Background: an optimization exercise with open tools, aiming at small area and a short achievable clock period. Do not read the settings as production practice.
The RTL was checked by simulation tests, not by an equivalence proof against the original design.
Power figures rest on the tool's default switching activity, not on a simulated workload.

===== run.sh =====
#!/bin/bash
# synth_recipe.tcl (not shown) runs the flow's synth.tcl, then flattens the netlist and writes it again
# the make line also repeats each setting of config.mk as NAME=value (left out here)
make -C /OpenROAD-flow-scripts/flow DESIGN_CONFIG=/design/flow/config.mk WORK_HOME=/design/flow/orfs CLKGATE_MAP_FILE= SYNTH_SCRIPT=/design/flow/synth_recipe.tcl finish

===== config.mk =====
export PLATFORM = sky130hd
export DESIGN_NAME = reg_file
export DESIGN_NICKNAME = reg_file
export VERILOG_FILES = /design/flow/design.v
export SDC_FILE = /design/flow/constraint.sdc
export NUM_CORES = 4
export LEC_CHECK = 0
export CAP_MARGIN = 20
export CORE_MARGIN = 2
export CORE_UTILIZATION = 55
export SLEW_MARGIN = 20

===== constraint.sdc =====
create_clock -name core_clock -period 6.5 [get_ports {clk}]
set_input_delay 1.3000 -clock core_clock [delete_from_list [all_inputs] [get_ports {clk}]]
set_output_delay 1.3000 -clock core_clock [all_outputs]
set_load 0.01 [all_outputs]

===== design.v =====
module reg_file #(
    parameter int DATA_W = 32,
    parameter int ADDR_W = 5
) (
    input  logic              clk,
    input  logic              rst_n,
    input  logic              RegWrite,
    input  logic [ADDR_W-1:0] WriteReg,
    input  logic [DATA_W-1:0] WriteData,
    input  logic [ADDR_W-1:0] ReadReg1,
    input  logic [ADDR_W-1:0] ReadReg2,
    output logic [DATA_W-1:0] ReadData1,
    output logic [DATA_W-1:0] ReadData2,
    input  logic [ADDR_W-1:0] DbgReg,
    output logic [DATA_W-1:0] DbgData
);
    localparam int DEPTH = 2 ** ADDR_W;
    logic [DEPTH-1:0][DATA_W-1:0] regs;
    logic [DATA_W-1:0] arr1, arr2, arr_dbg;
    always_ff @(posedge clk) begin
        if (!rst_n) begin
            for (int i = 0; i < DEPTH; i++) begin
                regs[i] <= '0;
            end
        end else if (RegWrite && (WriteReg != '0)) begin
            regs[WriteReg] <= WriteData;
        end
    end
    always_comb begin
        arr1    = (ReadReg1 == '0) ? '0 : regs[ReadReg1];
        arr2    = (ReadReg2 == '0) ? '0 : regs[ReadReg2];
        arr_dbg = (DbgReg   == '0) ? '0 : regs[DbgReg];
    end
    logic wr_live;
    always_comb begin
        wr_live   = rst_n && RegWrite && (WriteReg != '0);
        ReadData1 = (wr_live && (WriteReg == ReadReg1)) ? WriteData : arr1;
        ReadData2 = (wr_live && (WriteReg == ReadReg2)) ? WriteData : arr2;
        DbgData   = (wr_live && (WriteReg == DbgReg))   ? WriteData : arr_dbg;
    end
endmodule

==> notes.md <==
[layer usage]
| layer | vias to the layer above | global-route usage [%] |
|---|---|---|
| met5 | - | 0 |
| met2 | 5157 | 69.9 |
| li1 | 24300 | - |
| met1 | 29900 | 63.6 |
| met3 | 1410 | 16.9 |
| met4 | 12 | 38.9 |
[synth_stat cells, types with 7 or more instances]
| master | count |
|---|---|
| sky130_fd_sc_hd__a221o_1 | 8 |
| sky130_fd_sc_hd__nor2b_1 | 309 |
| sky130_fd_sc_hd__nor3_2 | 9 |
| sky130_fd_sc_hd__buf_4 | 16 |
| sky130_fd_sc_hd__a21oi_1 | 79 |
| sky130_fd_sc_hd__a22oi_1 | 96 |
| sky130_fd_sc_hd__nand3_1 | 236 |
| sky130_fd_sc_hd__nand4_1 | 12 |
| sky130_fd_sc_hd__a21boi_1 | 342 |
| sky130_fd_sc_hd__and2_1 | 37 |
| sky130_fd_sc_hd__o22ai_1 | 66 |
| sky130_fd_sc_hd__nor2_2 | 8 |
| sky130_fd_sc_hd__a21boi_0 | 394 |
| sky130_fd_sc_hd__o21ai_0 | 295 |
| sky130_fd_sc_hd__a2111oi_0 | 33 |
| sky130_fd_sc_hd__nand2_1 | 1099 |
| sky130_fd_sc_hd__clkbuf_1 | 477 |
| sky130_fd_sc_hd__buf_2 | 241 |
| sky130_fd_sc_hd__nand2b_1 | 14 |
| sky130_fd_sc_hd__dfxtp_1 | 1024 |
| sky130_fd_sc_hd__buf_1 | 49 |
| sky130_fd_sc_hd__xnor2_1 | 10 |
| sky130_fd_sc_hd__mux4_2 | 543 |
| sky130_fd_sc_hd__mux2i_1 | 652 |
| sky130_fd_sc_hd__a211o_1 | 21 |
| sky130_fd_sc_hd__nor4_4 | 8 |
| sky130_fd_sc_hd__nor3_1 | 7 |
| sky130_fd_sc_hd__a221oi_1 | 75 |
| sky130_fd_sc_hd__nor2_1 | 35 |
| sky130_fd_sc_hd__o221ai_1 | 50 |
| sky130_fd_sc_hd__a211oi_1 | 82 |
| sky130_fd_sc_hd__o2111ai_1 | 13 |
| sky130_fd_sc_hd__inv_1 | 16 |
| sky130_fd_sc_hd__o211ai_1 | 68 |
| sky130_fd_sc_hd__a22o_1 | 95 |
| sky130_fd_sc_hd__buf_6 | 12 |
| sky130_fd_sc_hd__mux2_2 | 65 |
[critical path: cells and delay by family]
kind                     cells  cell delay (ps)
adder cells (fa/ha/maj)      2              440
AO/OA/AOI/OAI                1              870
AND/OR/NAND/NOR              5             1080
buffers and inverters        3             1220
[through the flow]
| step | hold slack (ps) | setup WS, ps | instance area [um^2] |
|---|---|---|---|
| final | 481 | 275 | 72100 |
| after global routing | 496 | 168 | 72100 |
| after CTS | 476 | 432 | 72000 |
| after detailed placement | 467 | 472 | 68100 |
| after global placement | 465 | 483 | 68100 |
| after floorplan | 451 | 1810 | 64300 |
[cell type report]
cell class	count	area share (%)
antenna	11	0.0382
clock buffer	174	4.81
timing repair buffer	513	6.89
multi-input combinational	4803	56.4
clock inverter	45	0.672
tap	1524	2.64
inverter	18	0.0972
sequential	1024	28.4
[worst max path at each step]
stage                           start       endpoint  slack (ps)  depth (start not counted)
after floorplan           WriteReg[0]  ReadData1[10]        1810                         12
after global placement    WriteReg[0]   ReadData2[7]         480                         12
after detailed placement  WriteReg[1]  ReadData2[26]         470                         11
after CTS                 WriteReg[1]  ReadData2[17]         430                         12
after global routing      WriteReg[1]  ReadData2[26]         170                         11
final                     WriteReg[1]  ReadData2[26]         270                         11
[power breakdown]
part	switching, mW	internal (mW)
sequential	0.0548	6.33
combinational	1.53	0.751
clock	2.93	4.02
total	4.52	11.1
[logic make-up after synthesis]
logic type / Yosys count / synth area share, %
buf+inv: 816 / 5.47
compound gates: 1731 / 19.2
fa+ha+maj: 2 / 0.0389
xor+xnor: 16 / 0.218
simple gates: 1794 / 12.9
flops: 1024 / 31.9
mux: 1260 / 30.3
==> results.rst <==
.. list-table::
   :header-rows: 1

   * - Metric
     - Value
   * - # Max-Cap Violations
     - 0
   * - Final GP Congestion
     - 0.968
   * - Detailed-route wire length
     - just over 300 mm
   * - Via count of the first global-routing pass
     - around 57,000
   * - Uppermost signal routing layer after detailed routing
     - met5
   * - DR WL/cell
     - approximately 38 um
   * - DRC errors left
     - 0
   * - Count of buffers from port buffering
     - 150
   * - R2r endpoint
     - regs[483]
   * - Worst hold endpoint
     - regs[708]
   * - Area growth, synth to finish
     - 12.1%
   * - Yosys top cell area share
     - a little under a third
   * - Worst Hold Class
     - reg2reg
   * - Cell Rows
     - 125
   * - Effective utilization at floorplan
     - 55.4%
   * - Worst reg-to-reg path cell count
     - 2
   * - Total standard cell area after synthesis
     - about 64,000 um^2
   * - Main synth FF type
     - sky130_fd_sc_hd__dfxtp_1
   * - Global-route wire length before repair
     - 433 mm
   * - Clock tree from TritonCTS
     - yes
   * - RSZ-0062 raised after global routing
     - false
   * - Yosys top cell by area
     - sky130_fd_sc_hd__dfxtp_1
   * - Area of combinational cells with multiple inputs
     - 40,700 um^2
   * - Result of the run
     - timing/DRC/antenna clean
   * - Highest-count cells in the layout ignoring fill and taps
     - 1,097 x sky130_fd_sc_hd__nand2_1, 1,024 x sky130_fd_sc_hd__dfxtp_1, 652 x sky130_fd_sc_hd__mux2i_1
   * - List of cells traversed by the critical path
     - clkdlybuf4s50_1, inv_1, ha_1, nand2b_1, nor2_1, ha_1, and3b_1, nand3_1, nand2_2, o211ai_1, clkdlybuf4s50_1
   * - Die footprint
     - about 120,000 um^2
   * - Maximum number of pins on one net before global-route repair
     - 113
   * - Leak
     - 23.6 nW
   * - Area inside the core boundary
     - approximately 120,000 um^2
   * - Timing-limited maximum frequency
     - 0.161 GHz
   * - Delay of the slowest critical-path stage
     - 870 ps
   * - Post-CTS resize count
     - 0
   * - Placed wire-length estimate
     - 191 mm
   * - Total nets after synthesis
     - 6,700
   * - Syn. warnings
     - 1
   * - Most common cell after layout, fill and taps aside
     - sky130_fd_sc_hd__nand2_1
   * - Fill cell total of the finished layout
     - ~9,800
   * - Proportion of layout cells with a drive suffix above 1
     - between 10% and 20%
   * - Maximum fanout along the worst path
     - 17
   * - Count of different cell masters after synthesis
     - 63
   * - Number of enable flip-flop cells after synthesis
     - 0
   * - Final worst path period share
     - 95.8%
   * - Routed length on met1
     - 111 mm
   * - Setup slack of the worst register-to-register path
     - roughly 5600 ps
   * - Post-synthesis cell count
     - 6,643
   * - H-Tree Depth
     - 3
   * - Area contributors post-synth
     - sky130_fd_sc_hd__dfxtp_1 32%, sky130_fd_sc_hd__mux4_2 19%, sky130_fd_sc_hd__mux2i_1 10%, sky130_fd_sc_hd__nand2_1 6.4%, sky130_fd_sc_hd__a21boi_0 4.6%
   * - Worst slew margin
     - 17.9%
   * - Skew-Pair Late Insertion Delay
     - 750 ps
   * - Crit. End Element
     - output pin
   * - Startpoint of the tightest hold check path
     - regs[708]
   * - Post-Syn Area per Cell
     - between 9 and 10 um^2
   * - TritonRoute pass-1 iters
     - 8
   * - Routed wire length on met2
     - around 130 mm
   * - Cell count after placement
     - between 7,000 and 8,000
   * - Max rail drop VDD
     - about 0.00021 V
   * - DR WL met3
     - ~43 mm
   * - Final hold violation count
     - 0
   * - Vias after detailed routing
     - 60,800
   * - Final std cells w/o fill
     - 8,112
   * - Crit path kind
     - in2out
   * - Vert. Die Dim
     - about 350 um
   * - Detailed Route Iter0 Violations
     - 10,100
   * - Number of buffers on the longest clock path
     - 3
   * - Fin Clk Skew
     - 0 ps
   * - Total global-route track usage
     - between 50% and 60%
   * - Startpoint of the lowest-slack register-to-register path
     - regs[483]
   * - Crit path max-delay cell type
     - sky130_fd_sc_hd__o211ai_1
   * - Kind of launch point of the worst setup path
     - input pin
   * - Number of antenna violations at the first check in global routing
     - 16
   * - Total congestion overflow after global routing
     - 0
   * - Flops & latches, synth
     - around 1,000
   * - Number of nets in the layout
     - 6,533
   * - Sequential cell area
     - 20,500 um^2
   * - Post-Route Setup TNS
     - 0 ps
   * - Top register by number of flip-flops
     - regs
   * - Number of setup violations in the final report
     - 0
   * - Power density over the cells
     - around 220 nW/um^2
   * - Hold path depth
     - 2
   * - Largest registers
     - regs x1024
   * - Max reg flops
     - 1,024
   * - Crit path time final
     - just over 6000 ps
   * - Clock Pin Slew Worst Setup and Hold Paths
     - 60 ps
   * - Overall power
     - 15.6 mW
   * - Required arrival time at the worst endpoint
     - 5200 ps
   * - Vias/cell
     - 7.49
   * - Clock net sink count
     - ~1,000
   * - Data arrival time at the worst-slack endpoint
     - 4930 ps
   * - Floorplan die width
     - 346 um
   * - I/O pin count
     - 151
   * - Clock buffer count from CTS
     - between 100 and 150
   * - Core Util, Final
     - between 60% and 70%
   * - Root cell of the clock tree
     - sky130_fd_sc_hd__clkbuf_16
   * - Fin. max-slew vios
     - 0
   * - Post-DRT Antenna Nets
     - 0
   * - Setup repair bufs after CTS
     - 0
   * - Cts-stage hold buffer count
     - 0
   * - Least-Margin Pin Slew
     - 1230 ps
   * - Register area share after synthesis
     - 31.9%
   * - Proportion of synthesized flip-flops having asynchronous set or reset
     - 0%

==> static timing again, ports no longer ideal <==
Ports are ideal in the flow. The routed layout listed here was re-timed in OpenROAD.
Step 1 assumes that a clkbuf_16 drives the clock port and a buf_2 every other input.
Step 2 times the ports against the registers' clock, not the clock port: input delays grow and output delays shrink by t, the midpoint of the rising clock arrivals with the driver on.
Slacks: no drivers / after step 1 / after step 2; pairs: no drivers / after step 1.
shift t [ns]: 0.837
slack for setup (ns): 0.275 / 0.248 / 0.248
pins driven straight from the clock port: 1
After both steps this run still meets setup and hold. For this run, drivers alone change the setup slack by -0.027 ns; drivers and shift together by -0.027 ns.
